This is an optimization exercise on Yosys and OpenROAD, whose aim is small area, a short achievable clock period and few clock cycles per item, not a production implementation. Where RTL was checked, it was by simulation tests only, not by an equivalence proof against the original. For run 1, only the layout was checked, not whether the RTL still works. The clock port is modelled as an ideal driver; clocking choices that lean on that would not hold on a real chip.

## design/flow/config.mk

```make
export PLATFORM = sky130hd
export DESIGN_NAME = xoodyak_hash_top
export DESIGN_NICKNAME = xoodyak_hash_top
export VERILOG_FILES = /design/flow/design.v
export SDC_FILE = /design/flow/constraint.sdc
export NUM_CORES = 4
export LEC_CHECK = 0
export CAP_MARGIN = 20
export CORE_MARGIN = 2
export CORE_UTILIZATION = 28
export CTS_CLUSTER_SIZE = 20
export PLACE_DENSITY = 0.5
export SLEW_MARGIN = 20
export SYNTH_HIERARCHICAL = 1
export SYNTH_MINIMUM_KEEP_SIZE = 0
```

## design/flow/constraint.sdc

```tcl
create_clock -name core_clock -period 10.0 [get_ports {eph1}]
set_input_delay 2.0000 -clock core_clock [delete_from_list [all_inputs] [get_ports {eph1}]]
set_output_delay 2.0000 -clock core_clock [all_outputs]
set_load 0.01 [all_outputs]
```

## design/flow/design.v

```verilog
`timescale 1ns/1ps
`default_nettype none
package xoodoo_pkg;
        localparam int STATE_W = 384;
        localparam int LANE_W = 32;
        localparam int NUM_ROUNDS = 12;
        localparam logic [NUM_ROUNDS*12-1:0] ROUND_CONSTANTS = {
                12'h012, 12'h1A0, 12'h0F0, 12'h380,
                12'h02C, 12'h060, 12'h014, 12'h120,
                12'h0D0, 12'h3C0, 12'h038, 12'h058
        };
endpackage
`default_nettype wire
`timescale 1ns/1ps
`default_nettype none
package cyclist_pkg;
        localparam int BLOCK_BYTES = 16;
        localparam logic [1:0] OP_INIT    = 2'd0;
        localparam logic [1:0] OP_ABSORB  = 2'd1;
        localparam logic [1:0] OP_SQUEEZE = 2'd2;
        localparam logic [7:0] CD_FIRST_ABSORB = 8'h01;
        localparam logic [7:0] PAD_BYTE = 8'h01;
endpackage
`default_nettype wire
`timescale 1ns/1ps
`default_nettype none
module xoodoo_round (
        input  logic [11:0]  rc,
        input  logic [383:0] state_in,
        output logic [383:0] state_out
);
        function automatic logic [31:0] rotl(input logic [31:0] a, input integer n);
                rotl = (a << n) | (a >> (32 - n));
        endfunction
        logic [3:0][31:0] e;
        logic [11:0][31:0] theta;
        logic [11:0][31:0] rho_w;
        logic [11:0][31:0] chi;
        logic [11:0][31:0] rho_e;
        xoodoo_theta_effect u_effect (
                .state_in (state_in),
                .effect   (e)
        );
        always_comb begin
                for (int i = 0; i < 12; i++) begin
                        theta[i] = state_in[32*i +: 32] ^ e[i % 4];
                end
                for (int x = 0; x < 4; x++) begin
                        rho_w[x]     = theta[x];
                        rho_w[4 + x] = theta[4 + (x + 3) % 4];
                        rho_w[8 + x] = rotl(theta[8 + x], 11);
                end
                rho_w[0] = theta[0] ^ {20'h0, rc};
                for (int x = 0; x < 4; x++) begin
                        chi[x]     = rho_w[x]     ^ (~rho_w[4 + x] & rho_w[8 + x]);
                        chi[4 + x] = rho_w[4 + x] ^ (~rho_w[8 + x] & rho_w[x]);
                        chi[8 + x] = rho_w[8 + x] ^ (~rho_w[x]     & rho_w[4 + x]);
                end
                for (int x = 0; x < 4; x++) begin
                        rho_e[x]     = chi[x];
                        rho_e[4 + x] = rotl(chi[4 + x], 1);
                        rho_e[8 + x] = rotl(chi[8 + (x + 2) % 4], 8);
                end
                for (int i = 0; i < 12; i++) begin
                        state_out[32*i +: 32] = rho_e[i];
                end
        end
endmodule
module xoodoo_theta_effect (
        input  logic [383:0]      state_in,
        output logic [3:0][31:0]  effect
);
        function automatic logic [31:0] rotl(input logic [31:0] a, input integer n);
                rotl = (a << n) | (a >> (32 - n));
        endfunction
        logic [3:0][31:0] p;
        always_comb begin
                for (int x = 0; x < 4; x++) begin
                        p[x] = state_in[32*x +: 32] ^ state_in[32*(x+4) +: 32] ^ state_in[32*(x+8) +: 32];
                end
                for (int x = 0; x < 4; x++) begin
                        effect[x] = rotl(p[(x + 3) % 4], 5) ^ rotl(p[(x + 3) % 4], 14);
                end
        end
endmodule
`default_nettype wire
`timescale 1ns/1ps
`default_nettype none
module xoodoo_permute #(
        parameter int ROUNDS_PER_CYCLE = 2,
        parameter int GRP_W            = 3
) (
        input  logic [GRP_W-1:0] grp,
        input  logic [383:0]     state_in,
        output logic [383:0]     state_out
);
        logic [ROUNDS_PER_CYCLE:0][383:0]  stage;
        logic [ROUNDS_PER_CYCLE-1:0][11:0] rc;
        assign stage[0] = state_in;
        for (genvar k = 0; k < ROUNDS_PER_CYCLE; k++) begin : g_round
                assign rc[k] = xoodoo_pkg::ROUND_CONSTANTS[12*(int'(grp) * ROUNDS_PER_CYCLE + k) +: 12];
                xoodoo_round u_round (
                        .rc        (rc[k]),
                        .state_in  (stage[k]),
                        .state_out (stage[k+1])
                );
        end
        assign state_out = stage[ROUNDS_PER_CYCLE];
endmodule
`default_nettype wire
`timescale 1ns/1ps
`default_nettype none
module cyclist_state (
        input  logic         eph1,
        input  logic         rst,
        input  logic         zero,
        input  logic         use_perm,
        input  logic         absorb,
        input  logic [127:0] block,
        input  logic         first,
        input  logic         capture_digest,
        input  logic [383:0] perm_out,
        output logic [383:0] state,
        output logic [127:0] digest
);
        logic [383:0] hold;
        logic [383:0] base;
        logic [383:0] inj;
        logic [383:0] state_r;
        assign hold = zero ? '0 : state_r;
        assign base = use_perm ? perm_out : hold;
        always_comb begin
                inj = '0;
                if (absorb) begin
                        inj[127:0]   = block;
                        inj[135:128] = cyclist_pkg::PAD_BYTE;
                        inj[383:376] = first ? cyclist_pkg::CD_FIRST_ABSORB : 8'h00;
                end
        end
        always_ff @(posedge eph1) begin
                state_r <= base ^ inj;
        end
        always_ff @(posedge eph1) begin
                if (rst) begin
                        digest <= '0;
                end else if (capture_digest) begin
                        digest <= base[127:0];
                end
        end
        assign state = state_r;
endmodule
`default_nettype wire
`timescale 1ns/1ps
`default_nettype none
module cyclist_ctrl #(
        parameter int NUM_GROUPS = 12,
        parameter int GRP_W      = 4
) (
        input  logic             eph1,
        input  logic             rst,
        input  logic             start,
        input  logic [1:0]       op,
        output logic             zero,
        output logic             use_perm,
        output logic             absorb,
        output logic             first,
        output logic             capture_digest,
        output logic [GRP_W-1:0] grp,
        output logic             pad_in,
        output logic             busy,
        output logic             done
);
        localparam logic [GRP_W-1:0] LAST = GRP_W'(NUM_GROUPS - 1);
        logic             run;
        logic [GRP_W-1:0] cnt;
        logic             sqp;
        logic             phase_up;
        logic             sq_ready;
        logic             sq_last;
        logic             run_n;
        logic [GRP_W-1:0] cnt_n;
        logic             sqp_n;
        logic             phase_up_n;
        logic             first_n;
        logic             busy_n;
        logic             done_n;
        logic accept;
        logic last;
        assign accept = start && !busy;
        assign last   = run && (cnt == LAST);
        assign grp    = cnt;
        assign pad_in = run && sqp && (cnt == '0);
        assign use_perm       = run;
        assign absorb         = accept && (op == cyclist_pkg::OP_ABSORB);
        assign capture_digest = (start && sq_ready && (op == cyclist_pkg::OP_SQUEEZE)) || sq_last;
        always_comb begin
                run_n      = run;
                cnt_n      = cnt;
                sqp_n      = sqp;
                phase_up_n = phase_up;
                first_n    = first;
                busy_n     = busy;
                done_n     = done;
                if (run && !last) begin
                        cnt_n = cnt + 1'b1;
                        if (!sqp && (cnt + 1'b1 == LAST)) begin
                                busy_n = 1'b0;
                                done_n = 1'b1;
                        end else begin
                                busy_n = 1'b1;
                                done_n = 1'b0;
                        end
                end else if (last && sqp) begin
                        run_n  = 1'b0;
                        sqp_n  = 1'b0;
                        busy_n = 1'b0;
                        done_n = 1'b1;
                end else begin
                        run_n  = 1'b0;
                        busy_n = 1'b0;
                        done_n = 1'b0;
                        if (accept) begin
                                case (op)
                                        cyclist_pkg::OP_INIT: begin
                                                phase_up_n = 1'b1;
                                                first_n    = 1'b1;
                                                done_n     = 1'b1;
                                        end
                                        cyclist_pkg::OP_ABSORB: begin
                                                phase_up_n = 1'b0;
                                                first_n    = 1'b0;
                                                run_n      = 1'b1;
                                                cnt_n      = '0;
                                                sqp_n      = 1'b0;
                                                busy_n     = (NUM_GROUPS > 1);
                                                done_n     = (NUM_GROUPS == 1);
                                        end
                                        cyclist_pkg::OP_SQUEEZE: begin
                                                phase_up_n = 1'b1;
                                                if (!phase_up) begin
                                                        done_n = 1'b1;
                                                end else begin
                                                        run_n  = 1'b1;
                                                        cnt_n  = '0;
                                                        sqp_n  = 1'b1;
                                                        busy_n = 1'b1;
                                                end
                                        end
                                        default: begin
                                                done_n = 1'b1;
                                        end
                                endcase
                        end
                end
        end
        always_ff @(posedge eph1) begin
                if (rst) begin
                        zero     <= 1'b1;
                        run      <= 1'b0;
                        cnt      <= '0;
                        sqp      <= 1'b0;
                        phase_up <= 1'b1;
                        first    <= 1'b1;
                        busy     <= 1'b0;
                        done     <= 1'b0;
                        sq_ready <= 1'b0;
                        sq_last  <= 1'b0;
                end else begin
                        zero     <= accept && (op == cyclist_pkg::OP_INIT);
                        run      <= run_n;
                        cnt      <= cnt_n;
                        sqp      <= sqp_n;
                        phase_up <= phase_up_n;
                        first    <= first_n;
                        busy     <= busy_n;
                        done     <= done_n;
                        sq_ready <= !busy_n && !phase_up_n;
                        sq_last  <= run_n && sqp_n && (cnt_n == LAST);
                end
        end
endmodule
`default_nettype wire
`timescale 1ns/1ps
`default_nettype none
module xoodyak_hash_top #(
        parameter int ROUNDS_PER_CYCLE = 1
) (
        input  logic         eph1,
        input  logic         rst,
        input  logic         start,
        input  logic [129:0] cmd,
        output logic         busy,
        output logic         done,
        output logic [127:0] digest
);
        localparam int NUM_GROUPS = xoodoo_pkg::NUM_ROUNDS / ROUNDS_PER_CYCLE;
        localparam int GRP_W      = (NUM_GROUPS > 1) ? $clog2(NUM_GROUPS) : 1;
        logic             zero;
        logic             use_perm;
        logic             absorb;
        logic             first;
        logic             capture_digest;
        logic [GRP_W-1:0] grp;
        logic             pad_in;
        logic [383:0] state;
        logic [383:0] perm_in;
        logic [383:0] perm_out;
        cyclist_ctrl #(
                .NUM_GROUPS (NUM_GROUPS),
                .GRP_W      (GRP_W)
        ) u_ctrl (
                .eph1           (eph1),
                .rst            (rst),
                .start          (start),
                .op             (cmd[129:128]),
                .zero           (zero),
                .use_perm       (use_perm),
                .absorb         (absorb),
                .first          (first),
                .capture_digest (capture_digest),
                .grp            (grp),
                .pad_in         (pad_in),
                .busy           (busy),
                .done           (done)
        );
        cyclist_state u_state (
                .eph1           (eph1),
                .rst            (rst),
                .zero           (zero),
                .use_perm       (use_perm),
                .absorb         (absorb),
                .block          (cmd[127:0]),
                .first          (first),
                .capture_digest (capture_digest),
                .perm_out       (perm_out),
                .state          (state),
                .digest         (digest)
        );
        assign perm_in = {state[383:1], state[0] ^ pad_in};
        xoodoo_permute #(
                .ROUNDS_PER_CYCLE (ROUNDS_PER_CYCLE),
                .GRP_W            (GRP_W)
        ) u_permute (
                .grp       (grp),
                .state_in  (perm_in),
                .state_out (perm_out)
        );
endmodule
`default_nettype wire
```

## design/flow/flow/run.sh

```bash
#!/bin/bash
set -o pipefail
bash standard.sh SETUP_SLACK_MARGIN=6.8 "BUFFER_PORTS_ARGS=-buffer_cell sky130_fd_sc_hd__buf_1" finish > flow_make.log 2>&1
```

## design/flow/standard.sh

```bash
#!/bin/bash
# synth_recipe.tcl (not shown) runs the flow's synth.tcl, then flattens the netlist and writes it again
# the make line also repeats each setting of config.mk as NAME=value (left out here)
make -C /OpenROAD-flow-scripts/flow DESIGN_CONFIG=/design/flow/config.mk WORK_HOME=/design/flow/orfs CLKGATE_MAP_FILE= SYNTH_SCRIPT=/design/flow/synth_recipe.tcl "${@:-finish}"
```

==> impl_summary.txt, run 1 <==
----------------------------------------------------
[Logic synthesis]
  Share of synthesized area spent on multiplexers ... 0.00203
  Cell taking the most area after synthesis ... sky130_fd_sc_hd__edfxtp_1
  Post-synthesis sequential element count ... 525
  Top flip-flop cell by instance count after synthesis ... sky130_fd_sc_hd__dfxtp_1
  Largest cells by area after synthesis ... sky130_fd_sc_hd__edfxtp_1 (22%), sky130_fd_sc_hd__xnor2_1 (18%), sky130_fd_sc_hd__dfxtp_1 (16%), sky130_fd_sc_hd__xor2_1 (7.4%), sky130_fd_sc_hd__xnor3_2 (7.4%)
  Most common cell in the netlist ... sky130_fd_sc_hd__xnor2_1
  Share of async-settable or async-resettable flops after synthesis ... 0
  Post-synth cell types ... 56
  Portion of synthesized cell area occupied by the leading cell type ... 0.221
  Cell count after synthesis ... 3069
  Share of the yosys chip area belonging to registers ... 0.378
  Adder-cell share of the synthesized area ... 0.00579
  Largest family of logic cells by synthesized area ... XOR/XNOR gates
  Compound-cell area share of the yosys netlist ... 0.0913
  Average cell area after synthesis ... 11.3 um^2
  Post-synth EDFFs ... 254
  Synthesis Warnings ... 10
  Total standard cell area after synthesis ... 34600 um^2
  Post-synth top cells ... sky130_fd_sc_hd__xnor2_1 (722), sky130_fd_sc_hd__nor2b_1 (362), sky130_fd_sc_hd__xor2_1 (294), sky130_fd_sc_hd__dfxtp_1 (271), sky130_fd_sc_hd__and2_1 (256)
  Post-synthesis share of cell area spent on xor and xnor gates ... 0.352
  Post-synthesis simple-gate area fraction ... 0.151

[Critical path]
  Slowest stage cell, crit path ... sky130_fd_sc_hd__xnor2_1
  Startpoint type of the worst setup path ... register
  Highest fanout seen on the critical path ... 3
  Worst setup path category ... register to register
  Endpoint arrival time on the critical path ... 3.84 ns
  Required time of the worst setup path ... 10.49 ns
  Crit path cell chain ... xnor3_2 > xor2_1 > xnor2_1 > nor2b_1 > xnor2_1 > and2_1
  Cell family with most CP delay ... XOR/XNOR gates
  Sum of buffers and inverters on the critical path ... 0
  Maximum cell stage delay along the critical path ... 0.84 ns
  Endpoint class of the critical path ... register
  Most common cell on crit path ... sky130_fd_sc_hd__xnor2_1

[STA]
  Final Setup Violations ... 0
  Largest clock skew in the final design ... 0.0334 ns
  Final hold vios ... 0
  Final cycle utilization of the critical path ... 0.335
  Fmax ... 0.299 GHz
  Setup repair after global routing missed its margin ... no
  Min Clock Period, post-route ... 3.35 ns
  Accumulated negative setup slack ... 0 ns
  Slew of the pin with the lowest slew margin ... 1.16 ns
  Relative slew slack ... 0.224
  Count of final max-slew check failures ... 0

[Routing]
  Antenna Violating Nets Remaining ... 0
  Routed length per instance ... 28.7 um
  Vias after detailed routing ... 23600
  DRT iter0 DRCs ... 2600
  Count of unresolved DRC violations after routing ... 0
  Final Routed Wirelength ... 144000 um
  DR pass1 iterations ... 5
  Post-DR vias/cell ... 4.71

[GRT]
  Pin count of the biggest net entering global routing ... 206
  Wire length of the first global-routing pass ... 191000 um
  Sum of overflow across all layers after global routing ... 0
  Via count of the first global-routing pass ... 22500
  Initial antenna violation count ... 8
  Aggregate global-route resource usage ... 0.221

[Clock network]
  TritonCTS Sinks ... 525
  Root Driver ... sky130_fd_sc_hd__clkbuf_16
  Register clock-pin slew on the reported worst setup and hold paths ... 0.06 ns
  Clock tree from TritonCTS ... built
  H-tree levels ... 3
  Number of buffers created by CTS ... 68
  Clock Latency Late Sink ... 0.65 ns
  Maximum clock path buffer count ... 3

[Placed design]
  Final weighted congestion in routability-driven placement ... 0.987
  Hpwl dp ... 115000 um
  Number of I/O port buffers ... 262

[Floorplanning]
  Chip Width ... 355 um
  Area of the core ... 122000 um^2
  Starting Density ... 0.283
  Die area ... 126000 um^2
  Number of core rows ... 128
  Die boundary height ... 355 um
  Number of primary I/O pins ... 263

[Cells and area]
  Fraction of final layout cells with drive strength greater than 1 ... 0.175
  Net count of the finished layout ... 3465
  Syn-to-layout area delta ... 16.2%
  Number of fill cells ... 12500

[Hold path]
  Classification of the worst-slack hold path ... register to register

[Run status]
  Run status ... complete, no violations

[Run]
  Max-cap violations ... 0

----------------------------------------------------
-- final timing paths --
| check | start | endpoint | slack, ns | cells past startpoint |
|---|---|---|---|---|
| min | u_state.digest[21] | u_state.digest[21] | 0.48 | 2 |
| min reg2reg | u_state.digest[21] | u_state.digest[21] | 0.48 | 2 |
| max reg2reg | u_state.state_r[42] | u_state.state_r[288] | 6.65 | 6 |
| max | u_state.state_r[42] | u_state.state_r[288] | 6.65 | 6 |
-- Yosys stat by module, one instance, submodules excluded, excerpt --
module	area [um^2]	cells	times used	flip-flops and latches
cyclist_state	20000	1527	1	512
xoodoo_round	9280	1152	1	0
xoodyak_hash_top	8.76	1	1	0
xoodoo_theta_effect	4120	256	1	0
-- cells in the final DEF, fill, tap and decap left out, drive strengths merged, types with 124 or more instances in the layout --
| master | n |
|---|---|
| edfxtp | 254 |
| xor2 | 294 |
| nand2 | 147 |
| clkbuf | 124 |
| a22oi | 129 |
| dfxtp | 271 |
| buf | 258 |
| a211oi | 131 |
| and2 | 258 |
| nor2b | 363 |
| nor2 | 153 |
| xnor2 | 722 |
| xnor3 | 140 |
-- worst register-to-register path: stages (launching register included) --
cell,delay (ns)
sky130_fd_sc_hd__dfxtp_1,0.52
sky130_fd_sc_hd__xnor3_2,0.45
sky130_fd_sc_hd__xor2_1,0.27
sky130_fd_sc_hd__xnor2_1,0.84
sky130_fd_sc_hd__nor2b_1,0.14
sky130_fd_sc_hd__xnor2_1,0.76
sky130_fd_sc_hd__and2_1,0.24
-- layout make-up --
type | instances | area, um^2 | area share
Multi-Input combinational cell | 2416 | 21200 | 0.528
Clock inverter | 34 | 260 | 0.00648
Clock buffer | 90 | 2050 | 0.0511
Sequential cell | 525 | 13100 | 0.325
Timing Repair Buffer | 292 | 1450 | 0.0361
Antenna cell | 8 | 20.0 | 0.000498
Tap cell | 1625 | 2030 | 0.0506
Inverter | 13 | 67.6 | 0.00168
-- logic make-up (layout without fill, tap and decap cells) --
group / count (synthesis) / in the layout
XOR/XNOR: 1156 / 1156
AND/OR/NAND/NOR: 940 / 942
flip-flops: 525 / 525
AO/OA/AOI/OAI: 292 / 292
buffers and inverters: 132 / 429
adder cells (fa/ha/maj): 16 / 16
multiplexers: 7 / 7
other: 1 / 11
-- per-layer routing --
layer  GRT usage  vias to the layer above  routed length, um
li1            -                    10700                  -
met1       0.310                    11800              63500
met2       0.344                      922              63700
met3      0.0324                      176              10400
met4      0.0819                        0               6020
met5           0                        -                  0
-- timing repair --
action | 4_1_cts | 5_1_grt
setup endpoints to repair | 244 | 179
hold buffers | 0 | 0
resized for setup | 80 | 63
setup buffers | 4 | 2
gates cloned | 2 | 2
pin swaps | 4 | 6
-- flip-flops by register name, summed over array words and instances, names as in the netlist --
register / flops
u_ctrl.busy: 1
u_ctrl.cnt: 4
u_ctrl.done: 1
u_ctrl.first: 1
u_ctrl.phase_up: 1
u_ctrl.run: 1
u_ctrl.sq_last: 1
u_ctrl.sq_ready: 1
u_ctrl.sqp: 1
u_ctrl.zero: 1
u_state.digest: 128
u_state.state_r: 384
-- metrics by stage --
step                      instance area [um^2]  cells  setup slack, ns  hold WS [ns]   util
final                                    40200   5003             6.65         0.483  0.329
after global routing                     40100   4995             6.80         0.492  0.329
after CTS                                39800   4991             6.79         0.485  0.326
after detailed placement                 37200   4861             5.17         0.479  0.305
after global placement                   37200   4861             5.25         0.473  0.305
after floorplan                          34600   3071             5.00         0.464      -
==> inputs of run 2 (changes only) <==
--- a/design/flow/design.v
+++ b/design/flow/design.v
@@ -113,22 +113,21 @@
 module cyclist_state (
         input  logic         eph1,
         input  logic         rst,
-        input  logic         zero,
         input  logic         use_perm,
+        input  logic         hold_state,
         input  logic         absorb,
         input  logic [127:0] block,
         input  logic         first,
         input  logic         capture_digest,
+        input  logic         hold_digest,
         input  logic [383:0] perm_out,
         output logic [383:0] state,
         output logic [127:0] digest
 );
-        logic [383:0] hold;
         logic [383:0] base;
         logic [383:0] inj;
         logic [383:0] state_r;
-        assign hold = zero ? '0 : state_r;
-        assign base = use_perm ? perm_out : hold;
+        assign base = ({384{use_perm}} & perm_out) | ({384{hold_state}} & state_r);
         always_comb begin
                 inj = '0;
                 if (absorb) begin
@@ -141,11 +140,7 @@
                 state_r <= base ^ inj;
         end
         always_ff @(posedge eph1) begin
-                if (rst) begin
-                        digest <= '0;
-                end else if (capture_digest) begin
-                        digest <= base[127:0];
-                end
+                digest <= ({128{capture_digest}} & base[127:0]) | ({128{hold_digest}} & digest);
         end
         assign state = state_r;
 endmodule
@@ -160,11 +155,12 @@
         input  logic             rst,
         input  logic             start,
         input  logic [1:0]       op,
-        output logic             zero,
         output logic             use_perm,
+        output logic             hold_state,
         output logic             absorb,
         output logic             first,
         output logic             capture_digest,
+        output logic             hold_digest,
         output logic [GRP_W-1:0] grp,
         output logic             pad_in,
         output logic             busy,
@@ -192,7 +188,8 @@
         assign pad_in = run && sqp && (cnt == '0);
         assign use_perm       = run;
         assign absorb         = accept && (op == cyclist_pkg::OP_ABSORB);
-        assign capture_digest = (start && sq_ready && (op == cyclist_pkg::OP_SQUEEZE)) || sq_last;
+        assign capture_digest = !rst && ((start && sq_ready && (op == cyclist_pkg::OP_SQUEEZE)) || sq_last);
+        assign hold_digest    = !rst && !((start && sq_ready && (op == cyclist_pkg::OP_SQUEEZE)) || sq_last);
         always_comb begin
                 run_n      = run;
                 cnt_n      = cnt;
@@ -255,7 +252,7 @@
         end
         always_ff @(posedge eph1) begin
                 if (rst) begin
-                        zero     <= 1'b1;
+                        hold_state <= 1'b0;
                         run      <= 1'b0;
                         cnt      <= '0;
                         sqp      <= 1'b0;
@@ -266,7 +263,7 @@
                         sq_ready <= 1'b0;
                         sq_last  <= 1'b0;
                 end else begin
-                        zero     <= accept && (op == cyclist_pkg::OP_INIT);
+                        hold_state <= !run_n && !(accept && (op == cyclist_pkg::OP_INIT));
                         run      <= run_n;
                         cnt      <= cnt_n;
                         sqp      <= sqp_n;
@@ -295,7 +292,8 @@
 );
         localparam int NUM_GROUPS = xoodoo_pkg::NUM_ROUNDS / ROUNDS_PER_CYCLE;
         localparam int GRP_W      = (NUM_GROUPS > 1) ? $clog2(NUM_GROUPS) : 1;
-        logic             zero;
+        logic             hold_state;
+        logic             hold_digest;
         logic             use_perm;
         logic             absorb;
         logic             first;
@@ -313,11 +311,12 @@
                 .rst            (rst),
                 .start          (start),
                 .op             (cmd[129:128]),
-                .zero           (zero),
                 .use_perm       (use_perm),
+                .hold_state     (hold_state),
                 .absorb         (absorb),
                 .first          (first),
                 .capture_digest (capture_digest),
+                .hold_digest    (hold_digest),
                 .grp            (grp),
                 .pad_in         (pad_in),
                 .busy           (busy),
@@ -326,12 +325,13 @@
         cyclist_state u_state (
                 .eph1           (eph1),
                 .rst            (rst),
-                .zero           (zero),
                 .use_perm       (use_perm),
+                .hold_state     (hold_state),
                 .absorb         (absorb),
                 .block          (cmd[127:0]),
                 .first          (first),
                 .capture_digest (capture_digest),
+                .hold_digest    (hold_digest),
                 .perm_out       (perm_out),
                 .state          (state),
                 .digest         (digest)
==> run 2 against run 1 <==
Still clean on timing, DRC and antenna; worst setup slack lost 0.068 ns; first-iteration DRC count shrank 3.3%; area after synthesis down 8.5%; maximum frequency is 2.0% lower; clock skew down 0.0032 ns; hold slack worse by 0.0040 ns; synthesized cell count is 3.7% lower; cell count decreased by 5.1%; critical path depth is the same; global-route usage rose by 1.7 points; critical endpoint is now u_state.state_r[338]; highest routed layer is now met5.
==> impl_summary.txt, run 2 <==
----------------------------------------------------
[Floorplanning]
  Area of the core ... 112000 um^2 (-8.1%)
  Starting Density ... 0.282 (-0.00133)
  Number of core rows ... 123 (-3.9%)
  Number of primary I/O pins ... 263 (unchanged)
  Die area ... 116000 um^2 (-8.4%)
  Chip Width ... 340 um (-4.3%)
  Die boundary height ... 340 um (-4.3%)

[STA]
  Slew of the pin with the lowest slew margin ... 1.06 ns (-0.0969 ns)
  Min Clock Period, post-route ... 3.42 ns (+0.0675 ns)
  Count of final max-slew check failures ... 0 (unchanged)
  Final Setup Violations ... 0 (unchanged)
  Final hold vios ... 0 (unchanged)
  Fmax ... 0.293 GHz (-2.0%)
  Accumulated negative setup slack ... 0 ns (unchanged)
  Setup repair after global routing missed its margin ... yes
  Relative slew slack ... 0.289 (+0.0651)
  Largest clock skew in the final design ... 0.0302 ns (-0.00321 ns)
  Final cycle utilization of the critical path ... 0.342 (+0.00675)

[Cells and area]
  Leading registers by flop count ... u_state.state_r (384), u_state.digest (128), u_ctrl.cnt (4)
  Most common cell after layout, fill and taps aside ... sky130_fd_sc_hd__xnor2_1
  Number of fill cells ... 11700 (-6.8%)
  Net count of the finished layout ... 3348 (-3.4%)
  Reg with most FFs ... u_state.state_r
  Multi-input logic area ... 20600 um^2 (-2.9%)
  Leading cell types in the layout, fill and taps excluded ... sky130_fd_sc_hd__xnor2_1 (834), sky130_fd_sc_hd__dfxtp_1 (514), sky130_fd_sc_hd__a22o_1 (508)
  Fraction of final layout cells with drive strength greater than 1 ... 0.115 (-0.0602)
  N_diodes ... 0 (-8)
  Max FFs per register ... 384 (unchanged)
  Storage element area ... 10500 um^2 (-19%)
  Syn-to-layout area delta ... 16.9%

[Logic synthesis]
  Share of async-settable or async-resettable flops after synthesis ... 0 (unchanged)
  Total standard cell area after synthesis ... 31600 um^2 (-8.5%)
  Cell count after synthesis ... 2955 (-3.7%)
  Share of the yosys chip area belonging to registers ... 0.332 (-0.0453)
  Portion of synthesized cell area occupied by the leading cell type ... 0.332 (+0.112)
  Average cell area after synthesis ... 10.7 um^2 (-5.0%)
  Synthesis Warnings ... 10 (unchanged)
  Post-synth cell types ... 55 (-1.8%)
  Post-synth EDFFs ... 0 (-100%)
  Most common cell in the netlist ... sky130_fd_sc_hd__xnor2_1
  Post-synthesis sequential element count ... 525 (unchanged)
  Post-synth top cells ... sky130_fd_sc_hd__xnor2_1 (848), sky130_fd_sc_hd__dfxtp_1 (525), sky130_fd_sc_hd__a22o_1 (508), sky130_fd_sc_hd__nor2b_1 (362), sky130_fd_sc_hd__xor2_1 (167)
  Cell taking the most area after synthesis ... sky130_fd_sc_hd__dfxtp_1
  Largest cells by area after synthesis ... sky130_fd_sc_hd__dfxtp_1 (33%), sky130_fd_sc_hd__xnor2_1 (23%), sky130_fd_sc_hd__a22o_1 (14%), sky130_fd_sc_hd__xnor3_2 (8.0%), sky130_fd_sc_hd__nor2b_1 (7.2%)
  Top flip-flop cell by instance count after synthesis ... sky130_fd_sc_hd__dfxtp_1

[Critical path]
  Required time of the worst setup path ... 10.56 ns (+0.07 ns)
  Most common cell on crit path ... sky130_fd_sc_hd__xor2_1
  Sum of buffers and inverters on the critical path ... 0 (unchanged)
  Worst setup path category ... register to register
  Startpoint type of the worst setup path ... register
  Highest fanout seen on the critical path ... 3 (unchanged)
  Cell family with most CP delay ... XOR/XNOR gates
  Endpoint arrival time on the critical path ... 3.98 ns (+0.14 ns)
  Slack of the worst reg-to-reg path ... 6.58 ns (-0.07 ns)
  Slowest stage cell, crit path ... sky130_fd_sc_hd__dfxtp_1
  Endpoint class of the critical path ... register
  Cell depth of the worst flop-to-flop path ... 6 (unchanged)
  Total number of cells along the worst setup path ... 6 (unchanged)
  Maximum cell stage delay along the critical path ... 0.71 ns (-0.13 ns)
  Crit path cell chain ... xnor3_2 > xor2_1 > xor2_1 > nand2_1 > xnor2_1 > a22o_1

[Clock network]
  Number of buffers created by CTS ... 69 (+1.5%)
  Clock tree from TritonCTS ... built
  Register clock-pin slew on the reported worst setup and hold paths ... 0.06 ns (about the same)
  TritonCTS Sinks ... 525 (unchanged)
  Clock Latency Late Sink ... 0.64 ns (about the same)
  H-tree levels ... 3 (unchanged)
  Root Driver ... sky130_fd_sc_hd__clkbuf_16
  Maximum clock path buffer count ... 3 (unchanged)

[Routing]
  Vias after detailed routing ... 23400 (-0.61%)
  Post-DR vias/cell ... 4.93 (+4.7%)
  Count of unresolved DRC violations after routing ... 0 (unchanged)
  DRT iter0 DRCs ... 2513 (-3.3%)
  Antenna Violating Nets Remaining ... 0 (unchanged)
  DR pass1 iterations ... 8 (+3)
  Final Routed Wirelength ... 142000 um (-1.1%)
  Routed length per instance ... 29.9 um (+4.2%)

[GRT]
  Aggregate global-route resource usage ... 0.238 (+0.0170)
  Via count of the first global-routing pass ... 22500 (+0.062%)
  Initial antenna violation count ... 9 (+1)
  Sum of overflow across all layers after global routing ... 0 (unchanged)
  Pin count of the biggest net entering global routing ... 164 (-20%)
  Wire length of the first global-routing pass ... 190000 um (-0.52%)

[Hold path]
  Cells on Worst Hold Path ... 2 (unchanged)
  Classification of the worst-slack hold path ... register to register

[Placed design]
  Final weighted congestion in routability-driven placement ... 0.986 (-0.11%)
  Number of I/O port buffers ... 262 (unchanged)
  Hpwl dp ... 112000 um (-3.0%)

[Run]
  Max-cap violations ... 0 (unchanged)

[Run status]
  Run status ... complete, no violations

----------------------------------------------------
run 2: cell types whose count changed in the layout (fill, tap and decap cells not counted), sizes merged, moves of 14 or more:
cell | before | now
a211oi | 131 | 5
a22oi | 129 | 3
clkinv | 25 | 11
a22o | 0 | 508
nor2 | 153 | 24
edfxtp | 254 | 0
and2 | 258 | 9
xor2 | 294 | 167
buf | 258 | 274
dfxtp | 271 | 525
xnor2 | 722 | 848
run 2: worst reg2reg max path, stage by stage (launching register included):
cell and delay [ns]:
sky130_fd_sc_hd__dfxtp_1 0.71, sky130_fd_sc_hd__xnor3_2 0.43, sky130_fd_sc_hd__xor2_1 0.46, sky130_fd_sc_hd__xor2_1 0.70
sky130_fd_sc_hd__nand2_1 0.16, sky130_fd_sc_hd__xnor2_1 0.64, sky130_fd_sc_hd__a22o_1 0.25
run 2: modules after synthesis, one instance, submodules excluded, excerpt:
module / times used / area, um^2
xoodoo_theta_effect: 1 / 4120
xoodyak_hash_top: 1 / 8.76
xoodoo_round: 1 / 9280
cyclist_state: 1 / 17100
run 2: worst paths after layout:
kind	from	to
worst max-delay path	u_state.state_r[348]	u_state.state_r[338]
worst min-delay path	u_state.digest[127]	u_state.digest[127]
worst max register to register	u_state.state_r[348]	u_state.state_r[338]
worst min register to register	u_state.digest[127]	u_state.digest[127]
run 2: logic make-up (layout without fill, tap and decap cells):
group / count (synthesis) / count (layout) / synth area share
xor+xnor: 1155 / 1155 / 0.385
simple gates: 560 / 564 / 0.0998
compound gates: 547 / 547 / 0.150
flops: 525 / 525 / 0.332
buf+inv: 147 / 434 / 0.0250
fa+ha+maj: 16 / 16 / 0.00633
mux: 4 / 4 / 0.00127
other cells: 1 / 3 / 0.000119
run 2: through the flow:
stage / util / instance area, um^2 / hold slack (ns) / worst slack, ns / std cells
2_1_floorplan: - / 31700 / 0.464 / 6.77 / 2957
3_3_place_gp: 0.302 / 33900 / 0.453 / 5.34 / 4601
3_5_place_dp: 0.302 / 33900 / 0.469 / 5.29 / 4601
4_1_cts: 0.327 / 36800 / 0.482 / 6.76 / 4743
5_1_grt: 0.329 / 37000 / 0.495 / 6.79 / 4748
6_report: 0.329 / 37000 / 0.479 / 6.58 / 4748
run 2: repair_timing:
| action | 4_1_cts | 5_1_grt |
|---|---|---|
| cloned | 7 | 0 |
| pin swaps | 6 | 2 |
| hold buffers | 0 | 0 |
| buffers inserted | 15 | 5 |
| resized for setup | 59 | 47 |
| endpoints found under the setup margin | 241 | 167 |
run 2: per-layer routing:
layer  GRT usage  vias to the layer above  share of wire
met1       0.322                    11700           0.43
li1            -                    10600              -
met2       0.368                      921           0.44
met5           0                        -        0.00015
met4       0.110                        4          0.053
met3      0.0428                      217          0.073
run 2: final cells by class:
type,instances,area share
Clock buffer,94,0.0539
Clock inverter,26,0.0100
Inverter,13,0.00142
Multi-Input combinational cell,2289,0.557
Sequential cell,525,0.285
Tap cell,1500,0.0508
Timing Repair Buffer,301,0.0419
Testbench counts of run 2, summed over its fixed seeds: cycles 37,489, blocks 2,884.
==> inputs of run 3 (changes only) <==
--- a/design/flow/config.mk
+++ b/design/flow/config.mk
@@ -8,7 +8,7 @@
 export CAP_MARGIN = 20
 export CORE_MARGIN = 2
 export CORE_UTILIZATION = 28
-export CTS_CLUSTER_SIZE = 20
+export CTS_BUF_LIST = sky130_fd_sc_hd__clkbuf_8
 export PLACE_DENSITY = 0.5
 export SLEW_MARGIN = 20
 export SYNTH_HIERARCHICAL = 1
==> run 3 against run 2 <==
Largest cell class unchanged; cell area grew 3.1%; global-route usage is essentially flat; synthesized cell count is the same; still clean on timing, DRC and antenna; first-iteration DRC count grew 1.7%.
==> impl_summary.txt, run 3 <==
----------------------------------------------------
[STA]
  Final hold vios ... 0 (unchanged)
  Largest clock skew in the final design ... 0.0345 ns (+0.00433 ns)
  Relative slew slack ... 0.280 (-0.00952)
  Hold slack ... 0.471 ns (-0.00764 ns)
  Count of final max-slew check failures ... 0 (unchanged)
  Accumulated negative setup slack ... 0 ns (unchanged)
  Setup repair after global routing missed its margin ... yes
  Min Clock Period, post-route ... 3.30 ns (-0.115 ns)
  Final Setup Violations ... 0 (unchanged)
  Fmax ... 0.303 GHz (+3.5%)
  Slew of the pin with the lowest slew margin ... 1.07 ns (+0.0142 ns)
  Final cycle utilization of the critical path ... 0.330 (-0.0115)

[Clock network]
  H-tree levels ... 3 (unchanged)
  Number of buffers inserted by hold repair at cts ... 0 (unchanged)
  TritonCTS Sinks ... 525 (unchanged)
  Clock tree from TritonCTS ... built
  Register clock-pin slew on the reported worst setup and hold paths ... 0.06 ns (about the same)
  Clock Latency Late Sink ... 0.77 ns (+0.13 ns)
  Number of buffers created by CTS ... 101 (+46%)
  Maximum clock path buffer count ... 3 (unchanged)
  Root Driver ... sky130_fd_sc_hd__clkbuf_8

[Cells and area]
  Fraction of final layout cells with drive strength greater than 1 ... 0.199 (+0.0840)
  Fin cells ... 4851 (+2.2%)
  Leading registers by flop count ... u_state.state_r (384), u_state.digest (128), u_ctrl.cnt (4)
  Max FFs per register ... 384 (unchanged)
  Final cell utilization of the core ... 0.339 (+0.0102)
  Syn-to-layout area delta ... 20.5%
  Most common cell after layout, fill and taps aside ... sky130_fd_sc_hd__xnor2_1
  Leading cell types in the layout, fill and taps excluded ... sky130_fd_sc_hd__xnor2_1 (838), sky130_fd_sc_hd__a22o_1 (508), sky130_fd_sc_hd__dfxtp_1 (390)
  Net count of the finished layout ... 3419 (+2.1%)
  Number of fill cells ... 11600 (-0.86%)
  Reg with most FFs ... u_state.state_r

[Hold path]
  Min-Delay Startpoint ... u_state.digest[127]
  Classification of the worst-slack hold path ... register to register
  Cells on Worst Hold Path ... 2 (unchanged)
  Worst min-delay path endpoint ... u_state.digest[127]

[Critical path]
  CP Launch Point ... u_state.state_r[348]
  Cell family with most CP delay ... XOR/XNOR gates
  Sum of buffers and inverters on the critical path ... 0 (unchanged)
  Cell depth of the worst flop-to-flop path ... 6 (unchanged)
  Endpoint class of the critical path ... register
  Crit path cell chain ... xnor3_2 > xor2_1 > xor2_1 > nand2_1 > xnor2_1 > a22o_1
  Slack of the worst reg-to-reg path ... 6.70 ns (+0.12 ns)
  Slowest stage cell, crit path ... sky130_fd_sc_hd__dfxtp_1
  Most common cell on crit path ... sky130_fd_sc_hd__xor2_1
  Maximum cell stage delay along the critical path ... 0.68 ns (-0.03 ns)
  Endpoint arrival time on the critical path ... 3.99 ns (about the same)
  Highest fanout seen on the critical path ... 3 (unchanged)
  Worst setup path category ... register to register
  Startpoint type of the worst setup path ... register
  Reg-to-reg endpoint ... u_state.state_r[338]
  Required time of the worst setup path ... 10.69 ns (+0.13 ns)
  Start of the worst register-to-register path ... u_state.state_r[348]

[Logic synthesis]
  Share of async-settable or async-resettable flops after synthesis ... 0 (unchanged)
  Post-synth EDFFs ... 0 (unchanged)
  Share of the yosys chip area belonging to registers ... 0.332 (unchanged)
  Post-synth top cells ... sky130_fd_sc_hd__xnor2_1 (848), sky130_fd_sc_hd__dfxtp_1 (525), sky130_fd_sc_hd__a22o_1 (508), sky130_fd_sc_hd__nor2b_1 (362), sky130_fd_sc_hd__xor2_1 (167)
  Synthesis Warnings ... 10 (unchanged)
  Average cell area after synthesis ... 10.7 um^2 (unchanged)
  Post-synth cell types ... 55 (unchanged)
  Portion of synthesized cell area occupied by the leading cell type ... 0.332 (unchanged)
  Most common cell in the netlist ... sky130_fd_sc_hd__xnor2_1
  Total standard cell area after synthesis ... 31600 um^2 (unchanged)
  Post-synthesis sequential element count ... 525 (unchanged)
  Cell taking the most area after synthesis ... sky130_fd_sc_hd__dfxtp_1
  Largest cells by area after synthesis ... sky130_fd_sc_hd__dfxtp_1 (33%), sky130_fd_sc_hd__xnor2_1 (23%), sky130_fd_sc_hd__a22o_1 (14%), sky130_fd_sc_hd__xnor3_2 (8.0%), sky130_fd_sc_hd__nor2b_1 (7.2%)
  Top flip-flop cell by instance count after synthesis ... sky130_fd_sc_hd__dfxtp_1
  Cell count after synthesis ... 2955 (unchanged)

[GRT]
  Wire length of the first global-routing pass ... 191000 um (+0.72%)
  Initial antenna violation count ... 7 (-2)
  Pin count of the biggest net entering global routing ... 164 (unchanged)
  Via count of the first global-routing pass ... 23000 (+2.3%)
  Sum of overflow across all layers after global routing ... 0 (unchanged)
  Aggregate global-route resource usage ... 0.238 (+0.000392)

[Placed design]
  Number of I/O port buffers ... 262 (unchanged)
  Final weighted congestion in routability-driven placement ... 0.986 (unchanged)
  Cell count after placement ... 4601 (unchanged)
  Hpwl dp ... 112000 um (unchanged)

[Floorplanning]
  Chip Width ... 340 um (unchanged)
  Starting Density ... 0.282 (unchanged)
  Area of the core ... 112000 um^2 (unchanged)
  Die area ... 116000 um^2 (unchanged)
  Number of primary I/O pins ... 263 (unchanged)
  Die boundary height ... 340 um (unchanged)
  Number of core rows ... 123 (unchanged)

[Routing]
  Count of unresolved DRC violations after routing ... 0 (unchanged)
  Routed length per instance ... 29.5 um (-1.5%)
  Antenna Violating Nets Remaining ... 0 (unchanged)
  Post-DR vias/cell ... 4.94 (+0.19%)
  DR pass1 iterations ... 5 (-3)
  Final Routed Wirelength ... 143000 um (+0.66%)
  DRT iter0 DRCs ... 2556 (+1.7%)
  Vias after detailed routing ... 24000 (+2.4%)

[Run]
  Max-cap violations ... 0 (unchanged)

[Run status]
  Run status ... complete, no violations

----------------------------------------------------
run 3: cell counts after synthesis:
Identical to the previous run, type by type.
run 3: layout make-up:
type | count | area (um^2) | area share
diodes | 2 | 5.00 | 0.000131
well taps | 1500 | 1880 | 0.0492
multi-input cells | 2290 | 20600 | 0.540
inverters | 13 | 52.6 | 0.00138
clock buffers | 136 | 1870 | 0.0491
flip-flops and latches | 525 | 10700 | 0.281
repair buffers | 339 | 2660 | 0.0698
clock inverters | 46 | 372 | 0.00975
run 3: layer usage:
metal,global-route usage,vias up,wire length [um]
li1,-,10700,-
met1,0.324,11900,61600
met2,0.369,1052,62900
met3,0.0409,238,11100
met4,0.106,6,7310
met5,0,-,43
run 3: repair_timing:
| action | 4_1_cts | 5_1_grt |
|---|---|---|
| pin swaps | 5 | 1 |
| cloned | 4 | 1 |
| resized for setup | 440 | 26 |
| setup endpoints to repair | 337 | 323 |
| setup buffers | 50 | 11 |
run 3: Yosys stat by module, one instance, submodules excluded, excerpt:
module	cells inside	cell area [um^2]	times used
cyclist_state	1413	17100	1
xoodoo_round	1152	9280	1
xoodoo_theta_effect	256	4120	1
xoodyak_hash_top	1	8.76	1
run 3: metrics by stage:
stage	setup WS (ns)	instance area (um^2)
floorplan	6.77	31700
global placement	5.34	33900
detailed placement	5.29	33900
CTS	6.69	37900
global route	6.71	38100
finish	6.70	38100
run 3: worst max-delay path by stage:
stage	end	slack, ns	cells after the start
after floorplan	u_state.state_r[100]	6.77	7
after global placement	u_state.digest[69]	5.34	7
after detailed placement	u_state.digest[78]	5.29	7
after CTS	digest[63]	6.69	1
after global routing	digest[5]	6.71	1
final	u_state.state_r[338]	6.70	6
run 3: cell families after synthesis:
| logic type | Yosys count | synth area share |
|---|---|---|
| simple gates | 560 | 0.0998 |
| flops | 525 | 0.332 |
| xor+xnor | 1155 | 0.385 |
| buf+inv | 147 | 0.0250 |
| mux | 4 | 0.00127 |
| compound gates | 547 | 0.150 |
| fa+ha+maj | 16 | 0.00633 |
| other cells | 1 | 0.000119 |
run 3: worst min-delay path: stages, from the launching register on:
cell and delay (ns):
sky130_fd_sc_hd__dfxtp_2 0.33, sky130_fd_sc_hd__nand2_1 0.05, sky130_fd_sc_hd__o21ai_0 0.06
==> inputs of run 4 (changes only) <==
==> design/flow/flow/run.sh (replaced) <==
#!/bin/bash
set -o pipefail
bash standard.sh SETUP_SLACK_MARGIN=7.0 "BUFFER_PORTS_ARGS=-buffer_cell sky130_fd_sc_hd__buf_1" finish > flow_make.log 2>&1
--- a/design/flow/config.mk
+++ b/design/flow/config.mk
@@ -8,7 +8,7 @@
 export CAP_MARGIN = 20
 export CORE_MARGIN = 2
 export CORE_UTILIZATION = 28
-export CTS_BUF_LIST = sky130_fd_sc_hd__clkbuf_8
+export CTS_CLUSTER_SIZE = 20
 export PLACE_DENSITY = 0.5
 export SLEW_MARGIN = 20
 export SYNTH_HIERARCHICAL = 1
==> run 4 against run 3 <==
Utilization increased by 1.0 points; non-clock buffer count up 29; cell area up 3.1%; clock skew increased by 0.018 ns; register-to-register slack improved by 0.16 ns; cell count decreased by 0.64%.
==> impl_summary.txt, run 4 <==
----------------------------------------------------
[STA]
  Largest clock skew in the final design ... 0.0525 ns (+0.0180 ns)
  Hold slack ... 0.478 ns (+0.00687 ns)
  Fmax ... 0.318 GHz (+5.1%)
  Setup repair after global routing missed its margin ... yes
  Final hold vios ... 0 (unchanged)
  Slew of the pin with the lowest slew margin ... 1.00 ns (-0.0713 ns)
  Relative slew slack ... 0.332 (+0.0527)
  Final cycle utilization of the critical path ... 0.314 (-0.0159)
  Final Setup Violations ... 0 (unchanged)
  Accumulated negative setup slack ... 0 ns (unchanged)
  Count of final max-slew check failures ... 0 (unchanged)
  Min Clock Period, post-route ... 3.14 ns (-0.159 ns)
  Slack of the critical path ... 6.86 ns (+0.159 ns)

[Cells and area]
  Leading cell types in the layout, fill and taps excluded ... sky130_fd_sc_hd__xnor2_1 (814), sky130_fd_sc_hd__a22o_1 (508), sky130_fd_sc_hd__dfxtp_1 (388)
  Syn-to-layout area delta ... 24.2%
  Fraction of final layout cells with drive strength greater than 1 ... 0.222 (+0.0224)
  Number of fill cells ... 11400 (-1.5%)
  Net count of the finished layout ... 3415 (-0.12%)
  Max FFs per register ... 384 (unchanged)
  Leading registers by flop count ... u_state.state_r (384), u_state.digest (128), u_ctrl.cnt (4)
  Most common cell after layout, fill and taps aside ... sky130_fd_sc_hd__xnor2_1
  Reg with most FFs ... u_state.state_r

[Critical path]
  Maximum cell stage delay along the critical path ... 0.76 ns (+0.08 ns)
  Cell family with most CP delay ... XOR/XNOR gates
  Worst setup path category ... register to register
  Slowest stage cell, crit path ... sky130_fd_sc_hd__xnor2_1
  Total number of cells along the worst setup path ... 6 (unchanged)
  Reg-to-reg endpoint ... u_state.state_r[270]
  Startpoint type of the worst setup path ... register
  Endpoint arrival time on the critical path ... 3.72 ns (-0.27 ns)
  Slack of the worst reg-to-reg path ... 6.86 ns (+0.16 ns)
  Sum of buffers and inverters on the critical path ... 0 (unchanged)
  Endpoint class of the critical path ... register
  Highest fanout seen on the critical path ... 3 (unchanged)
  Most common cell on crit path ... sky130_fd_sc_hd__xnor2_1
  Cell depth of the worst flop-to-flop path ... 6 (unchanged)
  Start of the worst register-to-register path ... u_state.state_r[129]
  Crit path cell chain ... xnor3_2 > xor2_1 > xnor2_1 > nor2b_1 > xnor2_1 > a22o_1
  Required time of the worst setup path ... 10.58 ns (-0.11 ns)

[Run]
  Max-cap violations ... 0 (unchanged)

[Logic synthesis]
  Average cell area after synthesis ... 10.7 um^2 (unchanged)
  Largest cells by area after synthesis ... sky130_fd_sc_hd__dfxtp_1 (33%), sky130_fd_sc_hd__xnor2_1 (23%), sky130_fd_sc_hd__a22o_1 (14%), sky130_fd_sc_hd__xnor3_2 (8.0%), sky130_fd_sc_hd__nor2b_1 (7.2%)
  Synthesis Warnings ... 10 (unchanged)
  Cell count after synthesis ... 2955 (unchanged)
  Post-synth top cells ... sky130_fd_sc_hd__xnor2_1 (848), sky130_fd_sc_hd__dfxtp_1 (525), sky130_fd_sc_hd__a22o_1 (508), sky130_fd_sc_hd__nor2b_1 (362), sky130_fd_sc_hd__xor2_1 (167)
  Cell taking the most area after synthesis ... sky130_fd_sc_hd__dfxtp_1
  Post-synthesis sequential element count ... 525 (unchanged)
  Share of the yosys chip area belonging to registers ... 0.332 (unchanged)
  Share of async-settable or async-resettable flops after synthesis ... 0 (unchanged)
  Most common cell in the netlist ... sky130_fd_sc_hd__xnor2_1
  Total standard cell area after synthesis ... 31600 um^2 (unchanged)
  Post-synth EDFFs ... 0 (unchanged)
  Top flip-flop cell by instance count after synthesis ... sky130_fd_sc_hd__dfxtp_1
  Post-synth cell types ... 55 (unchanged)
  Portion of synthesized cell area occupied by the leading cell type ... 0.332 (unchanged)

[Floorplanning]
  Number of core rows ... 123 (unchanged)
  Die area ... 116000 um^2 (unchanged)
  Die boundary height ... 340 um (unchanged)
  Area of the core ... 112000 um^2 (unchanged)
  Number of primary I/O pins ... 263 (unchanged)
  Chip Width ... 340 um (unchanged)
  Starting Density ... 0.282 (unchanged)

[Clock network]
  H-tree levels ... 3 (unchanged)
  Clock Latency Late Sink ... 0.66 ns (-0.11 ns)
  Root Driver ... sky130_fd_sc_hd__clkbuf_16
  Clock tree from TritonCTS ... built
  Number of buffers created by CTS ... 67 (-34%)
  Register clock-pin slew on the reported worst setup and hold paths ... 0.06 ns (about the same)
  Maximum clock path buffer count ... 3 (unchanged)
  TritonCTS Sinks ... 525 (unchanged)

[Hold path]
  Min-Delay Startpoint ... u_state.digest[127]
  Cells on Worst Hold Path ... 2 (unchanged)
  Worst min-delay path endpoint ... u_state.digest[127]
  Classification of the worst-slack hold path ... register to register

[GRT]
  Via count of the first global-routing pass ... 23100 (+0.34%)
  Initial antenna violation count ... 6 (-1)
  Wire length of the first global-routing pass ... 193000 um (+0.85%)
  Aggregate global-route resource usage ... 0.242 (+0.00310)
  Pin count of the biggest net entering global routing ... 167 (+1.8%)
  Sum of overflow across all layers after global routing ... 0 (unchanged)

[Routing]
  DRT iter0 DRCs ... 2397 (-6.2%)
  Routed length per instance ... 30.1 um (+2.3%)
  Antenna Violating Nets Remaining ... 0 (unchanged)
  DR pass1 iterations ... 5 (unchanged)
  Vias after detailed routing ... 23800 (-0.58%)
  Final Routed Wirelength ... 145000 um (+1.6%)
  Post-DR vias/cell ... 4.94 (about the same)
  Count of unresolved DRC violations after routing ... 0 (unchanged)

[Placed design]
  Place WS ... 5.23 ns (-0.0674 ns)
  Number of I/O port buffers ... 262 (unchanged)
  Hpwl dp ... 114000 um (+2.0%)
  Final weighted congestion in routability-driven placement ... 1.03 (+4.2%)

[Run status]
  Run status ... complete, no violations

----------------------------------------------------
[run 4: cell counts after synthesis]
Identical to the previous run, type by type.
[run 4: per-module statistics from Yosys (local to each module, per instance), excerpt]
module,cells inside,flip-flops and latches,times used,area [um^2]
xoodyak_hash_top,1,0,1,8.76
xoodoo_round,1152,0,1,9280
xoodoo_theta_effect,256,0,1,4120
cyclist_state,1413,512,1,17100
[run 4: cells by family (layout without fill, tap and decap cells)]
family | count (synthesis) | in the layout | share of synthesized area
buf+inv | 147 | 502 | 0.0250
fa+ha+maj | 16 | 16 | 0.00633
simple gates | 560 | 566 | 0.0998
flops | 525 | 525 | 0.332
mux | 4 | 4 | 0.00127
compound gates | 547 | 547 | 0.150
xor+xnor | 1155 | 1155 | 0.385
other cells | 1 | 5 | 0.000119
[run 4: through the flow]
stage                     std cells  instance area [um^2]  utilization
final                          4820                 39300        0.350
after global routing           4818                 39300        0.350
after CTS                      4800                 38800        0.346
after detailed placement       4605                 34000        0.303
after global placement         4605                 34000        0.303
after floorplan                2957                 32000            -
[run 4: layout make-up]
cell class              count  area (um^2)  share of cell area
flip-flops and latches    525        10700               0.272
clock inverters            29          394              0.0100
clock buffers              92         1930              0.0492
diodes                      2         5.00            0.000127
well taps                1500         1880              0.0478
repair buffers            368         3000              0.0763
inverters                  13         75.1             0.00191
multi-input cells        2291        21300               0.542
[run 4: worst max path at each step]
stage	endpoint	from	slack [ns]
floorplan	u_ctrl.sq_last	cmd[128]	6.91
global placement	u_state.digest[57]	cmd[128]	5.26
detailed placement	u_state.digest[57]	cmd[128]	5.23
CTS	digest[4]	u_state.digest[4]	6.84
global route	digest[4]	u_state.digest[4]	6.87
finish	u_state.state_r[270]	u_state.state_r[129]	6.86
[run 4: metal layers]
metal | vias up | routed length [um] | track usage
met1 | 12000 | 61000 | 0.313
met3 | 247 | 9690 | 0.0389
met4 | 10 | 8940 | 0.128
met2 | 896 | 65500 | 0.386
li1 | 10700 | - | -
met5 | - | 63 | 0
[run 4: what timing repair did]
| item | 4_1_cts | 5_1_grt |
|---|---|---|
| cloned | 5 | 5 |
| buffers inserted | 69 | 13 |
| hold buffers | 0 | 0 |
| pin swaps | 10 | 8 |
| setup endpoints to repair | 417 | 317 |
| gates resized for setup | 513 | 47 |
[run 4: worst reg2reg max path: stages, from the launching register on]
cell and delay, ns:
sky130_fd_sc_hd__dfxtp_1 0.39, sky130_fd_sc_hd__xnor3_2 0.56, sky130_fd_sc_hd__xor2_1 0.24, sky130_fd_sc_hd__xnor2_1 0.71
sky130_fd_sc_hd__nor2b_1 0.15, sky130_fd_sc_hd__xnor2_1 0.76, sky130_fd_sc_hd__a22o_1 0.27
==> inputs of run 5 (changes only) <==
==> design/flow/flow/run.sh (replaced) <==
#!/bin/bash
set -o pipefail
F=$(pwd)/flow
bash standard.sh SETUP_SLACK_MARGIN=7.1 "BUFFER_PORTS_ARGS=-buffer_cell sky130_fd_sc_hd__buf_1" \
  PRE_CTS_TCL=$F/pre_cts.tcl POST_GLOBAL_ROUTE_TCL=$F/post_grt.tcl finish > flow_make.log 2>&1
==> design/flow/flow/keep_out_bufs.tcl (new file) <==
# Output port paths cannot reach the repair's setup margin (their delay is
# fixed by the output delay), so give their buffers one fixed size and keep
# the repair from resizing them or rebuffering their nets; POST_GLOBAL_ROUTE
# releases them again.
proc my_out_buffers_dont_touch { flag {cell ""} } {
  set n 0
  foreach bterm [[ord::get_db_block] getBTerms] {
    if {[$bterm getIoType] != "OUTPUT"} { continue }
    set net [$bterm getNet]
    if {$net == "NULL"} { continue }
    foreach iterm [$net getITerms] {
      if {![$iterm isOutputSignal]} { continue }
      set inst [$iterm getInst]
      if {$cell != ""} { replace_cell [$inst getName] $cell }
      $inst setDoNotTouch $flag
      incr n
      foreach in_iterm [$inst getITerms] {
        if {[$in_iterm isInputSignal] && [$in_iterm getNet] != "NULL"} {
          [$in_iterm getNet] setDoNotTouch $flag
        }
      }
    }
  }
  puts "bench flow: dont_touch $flag on $n output buffers"
}
==> design/flow/flow/post_grt.tcl (new file) <==
source [file join [file dirname [info script]] keep_out_bufs.tcl]
my_out_buffers_dont_touch 0
==> design/flow/flow/pre_cts.tcl (new file) <==
source [file join [file dirname [info script]] keep_out_bufs.tcl]
my_out_buffers_dont_touch 1 sky130_fd_sc_hd__buf_2
==> run 5 against run 4 <==
Non-clock buffer count is 52 lower; area after synthesis stayed put.
==> impl_summary.txt, run 5 <==
----------------------------------------------------
[Logic synthesis]
  Portion of synthesized cell area occupied by the leading cell type ... 0.332 (unchanged)
  Largest cells by area after synthesis ... sky130_fd_sc_hd__dfxtp_1 (33%), sky130_fd_sc_hd__xnor2_1 (23%), sky130_fd_sc_hd__a22o_1 (14%), sky130_fd_sc_hd__xnor3_2 (8.0%), sky130_fd_sc_hd__nor2b_1 (7.2%)
  Post-synth top cells ... sky130_fd_sc_hd__xnor2_1 (848), sky130_fd_sc_hd__dfxtp_1 (525), sky130_fd_sc_hd__a22o_1 (508), sky130_fd_sc_hd__nor2b_1 (362), sky130_fd_sc_hd__xor2_1 (167)
  Post-synthesis sequential element count ... 525 (unchanged)
  Share of async-settable or async-resettable flops after synthesis ... 0 (unchanged)
  Share of the yosys chip area belonging to registers ... 0.332 (unchanged)
  Post-synth cell types ... 55 (unchanged)
  Cell count after synthesis ... 2955 (unchanged)
  Most common cell in the netlist ... sky130_fd_sc_hd__xnor2_1
  Post-synth EDFFs ... 0 (unchanged)
  Total standard cell area after synthesis ... 31600 um^2 (unchanged)
  Synthesis Warnings ... 10 (unchanged)
  Cell taking the most area after synthesis ... sky130_fd_sc_hd__dfxtp_1
  Average cell area after synthesis ... 10.7 um^2 (unchanged)
  Top flip-flop cell by instance count after synthesis ... sky130_fd_sc_hd__dfxtp_1

[Floorplanning]
  Area of the core ... 112000 um^2 (unchanged)
  Number of core rows ... 123 (unchanged)
  Number of primary I/O pins ... 263 (unchanged)
  Die area ... 116000 um^2 (unchanged)
  Starting Density ... 0.282 (unchanged)
  Chip Width ... 340 um (unchanged)
  Die boundary height ... 340 um (unchanged)

[Placed design]
  Final weighted congestion in routability-driven placement ... 1.01 (-2.0%)
  Hpwl dp ... 113000 um (-0.77%)
  Place WS ... 5.17 ns (-0.0564 ns)
  Cell count after placement ... 4603 (-0.043%)
  Number of I/O port buffers ... 262 (unchanged)

[GRT]
  Pin count of the biggest net entering global routing ... 148 (-11%)
  Aggregate global-route resource usage ... 0.241 (-0.000781)
  Sum of overflow across all layers after global routing ... 0 (unchanged)
  Initial antenna violation count ... 5 (-1)
  Via count of the first global-routing pass ... 22800 (-1.3%)
  Wire length of the first global-routing pass ... 192000 um (-0.42%)

[Cells and area]
  Leading cell types in the layout, fill and taps excluded ... sky130_fd_sc_hd__xnor2_1 (770), sky130_fd_sc_hd__a22o_1 (508), sky130_fd_sc_hd__dfxtp_1 (388)
  Fraction of final layout cells with drive strength greater than 1 ... 0.234 (+0.0129)
  Fin cells ... 4766 (-1.1%)
  Reg with most FFs ... u_state.state_r
  Net count of the finished layout ... 3363 (-1.5%)
  Syn-to-layout area delta ... 22.4%
  Max FFs per register ... 384 (unchanged)
  Leading registers by flop count ... u_state.state_r (384), u_state.digest (128), u_ctrl.cnt (4)
  Most common cell after layout, fill and taps aside ... sky130_fd_sc_hd__xnor2_1

[Routing]
  Post-DR vias/cell ... 4.93 (-0.26%)
  Final Routed Wirelength ... 144000 um (-0.63%)
  Routed length per instance ... 30.3 um (+0.50%)
  DR pass1 iterations ... 5 (unchanged)
  Vias after detailed routing ... 23500 (-1.4%)
  Antenna Violating Nets Remaining ... 0 (unchanged)
  Count of unresolved DRC violations after routing ... 0 (unchanged)
  DRT iter0 DRCs ... 2350 (-2.0%)

[Critical path]
  Endpoint arrival time on the critical path ... 1.18 ns (-2.54 ns)
  Cell family with most CP delay ... flip-flops
  Start of the worst register-to-register path ... u_state.state_r[211]
  Cell depth of the worst flop-to-flop path ... 6 (unchanged)
  Endpoint class of the critical path ... output pin
  Crit path cell chain ... buf_2
  Highest fanout seen on the critical path ... 5 (+2)
  Sum of buffers and inverters on the critical path ... 1 (+1)
  Total number of cells along the worst setup path ... 1 (-5)
  Slowest stage cell, crit path ... sky130_fd_sc_hd__dfxtp_4
  Startpoint type of the worst setup path ... register
  Required time of the worst setup path ... 8.00 ns (-2.58 ns)
  CP Launch Point ... u_ctrl.busy
  Maximum cell stage delay along the critical path ... 0.40 ns (-0.36 ns)
  Worst setup path category ... register to output pin

[STA]
  Final cycle utilization of the critical path ... 0.318 (+0.00343)
  Slack of the critical path ... 6.82 ns (-0.0343 ns)
  Slew of the pin with the lowest slew margin ... 0.856 ns (-0.145 ns)
  Fmax ... 0.315 GHz (-1.1%)
  Relative slew slack ... 0.425 (+0.0928)
  Accumulated negative setup slack ... 0 ns (unchanged)
  Count of final max-slew check failures ... 0 (unchanged)
  Largest clock skew in the final design ... 0.0377 ns (-0.0147 ns)
  Final Setup Violations ... 0 (unchanged)
  Min Clock Period, post-route ... 3.18 ns (+0.0343 ns)
  Final hold vios ... 0 (unchanged)

[Clock network]
  Setup Buffers After CTS ... 21 (-70%)
  Number of instances resized during post-cts repair ... 298 (-42%)
  Clock tree from TritonCTS ... built
  Number of buffers created by CTS ... 67 (unchanged)
  Number of buffers inserted by hold repair at cts ... 0 (unchanged)
  Register clock-pin slew on the reported worst setup and hold paths ... 0.06 ns (about the same)
  TritonCTS Sinks ... 525 (unchanged)
  Clock Latency Late Sink ... 0.65 ns (about the same)

[Run status]
  Run status ... complete, no violations

[Hold path]
  Classification of the worst-slack hold path ... register to register
  Min-Delay Startpoint ... u_state.digest[89]
  Cells on Worst Hold Path ... 1 (-1)

[Run]
  Max-cap violations ... 0 (unchanged)

----------------------------------------------------
## run 5: cell counts after synthesis
No cell type changed its count.
## run 5: cell families (layout without fill, tap and decap cells)
| kind of cell | Yosys count | count (layout) | share of synthesized area |
|---|---|---|---|
| XOR/XNOR | 1155 | 1155 | 0.385 |
| AND/OR/NAND/NOR | 560 | 566 | 0.0998 |
| AO/OA/AOI/OAI | 547 | 547 | 0.150 |
| flip-flops | 525 | 525 | 0.332 |
| buffers and inverters | 147 | 448 | 0.0250 |
| adder cells (fa/ha/maj) | 16 | 16 | 0.00633 |
| multiplexers | 4 | 4 | 0.00127 |
| other | 1 | 5 | 0.000119 |
## run 5: stage by stage
stage / utilization / cell area (um^2) / hold WS [ns]
after floorplan: - / 32000 / 0.464
after global placement: 0.303 / 34000 / 0.468
after detailed placement: 0.303 / 34000 / 0.469
after CTS: 0.338 / 38000 / 0.469
final: 0.345 / 38700 / 0.469
## run 5: layer usage
| metal | GRT usage | part of all wire | vias to the layer above |
|---|---|---|---|
| li1 | - | - | 10500 |
| met1 | 0.313 | 0.42 | 11900 |
| met2 | 0.383 | 0.45 | 903 |
| met3 | 0.0394 | 0.070 | 189 |
| met4 | 0.127 | 0.057 | 2 |
| met5 | 0 | 0.000090 | - |
## run 5: path summary, 6_finish.rpt
check / end / slack [ns]
max reg2reg: u_state.state_r[320] / 7.00
max: busy / 6.82
min reg2reg: u_state.digest[89] / 0.47
min: u_state.digest[89] / 0.47
## run 5: area by class of cell
cell class / instances / area (um^2)
flip-flops and latches: 525 / 10700
clock inverters: 27 / 269
inverters: 13 / 75.1
clock buffers: 92 / 1940
well taps: 1500 / 1880
fillers: 11400 / 73600
diodes: 2 / 5.00
repair buffers: 316 / 1870
multi-input cells: 2291 / 22000
## run 5: per-module statistics from Yosys, one instance, submodules excluded, a selection
| module | area, um^2 | flops+latches | cells | times used |
|---|---|---|---|---|
| xoodoo_round | 9280 | 0 | 1152 | 1 |
| xoodoo_theta_effect | 4120 | 0 | 256 | 1 |
| cyclist_state | 17100 | 512 | 1413 | 1 |
| xoodyak_hash_top | 8.76 | 0 | 1 | 1 |

-- what the ideal ports hide --
How much do the figures lean on ideal ports? The routed layouts below were timed once more, with nothing changed but the port constraints. Step 1 sets driving cells, clkbuf_16 on the clock port and buf_2 on the other inputs (assumed; they add their load-dependent delay and slew). Step 2 also shifts input and output timing later by t, the mid clock arrival at the registers, as if the neighbouring blocks saw the same clock. Slacks: ideal / step 1 / step 2; pairs: ideal / step 1.
| run | shift t [ns] | setup WS [ns] | worst register clock-pin slew, ns |
|---|---|---|---|
| run 1 | 0.716 | 6.650 / 6.650 / 6.244 | 0.07 / 0.07 |
| run 2 | 0.689 | 6.583 / 6.583 / 6.232 | 0.06 / 0.06 |
| run 3 | 0.818 | 6.698 / 6.698 / 6.085 | 0.07 / 0.07 |
| run 4 | 0.706 | 6.857 / 6.818 / 6.450 | 0.07 / 0.07 |
| run 5 | 0.709 | 6.823 / 6.750 / 6.477 | 0.07 / 0.07 |
After both steps every run listed still meets setup and hold. The setup slack of run 3, which loses most, moves by 0.000 ns with the drivers and by -0.613 ns with both steps.
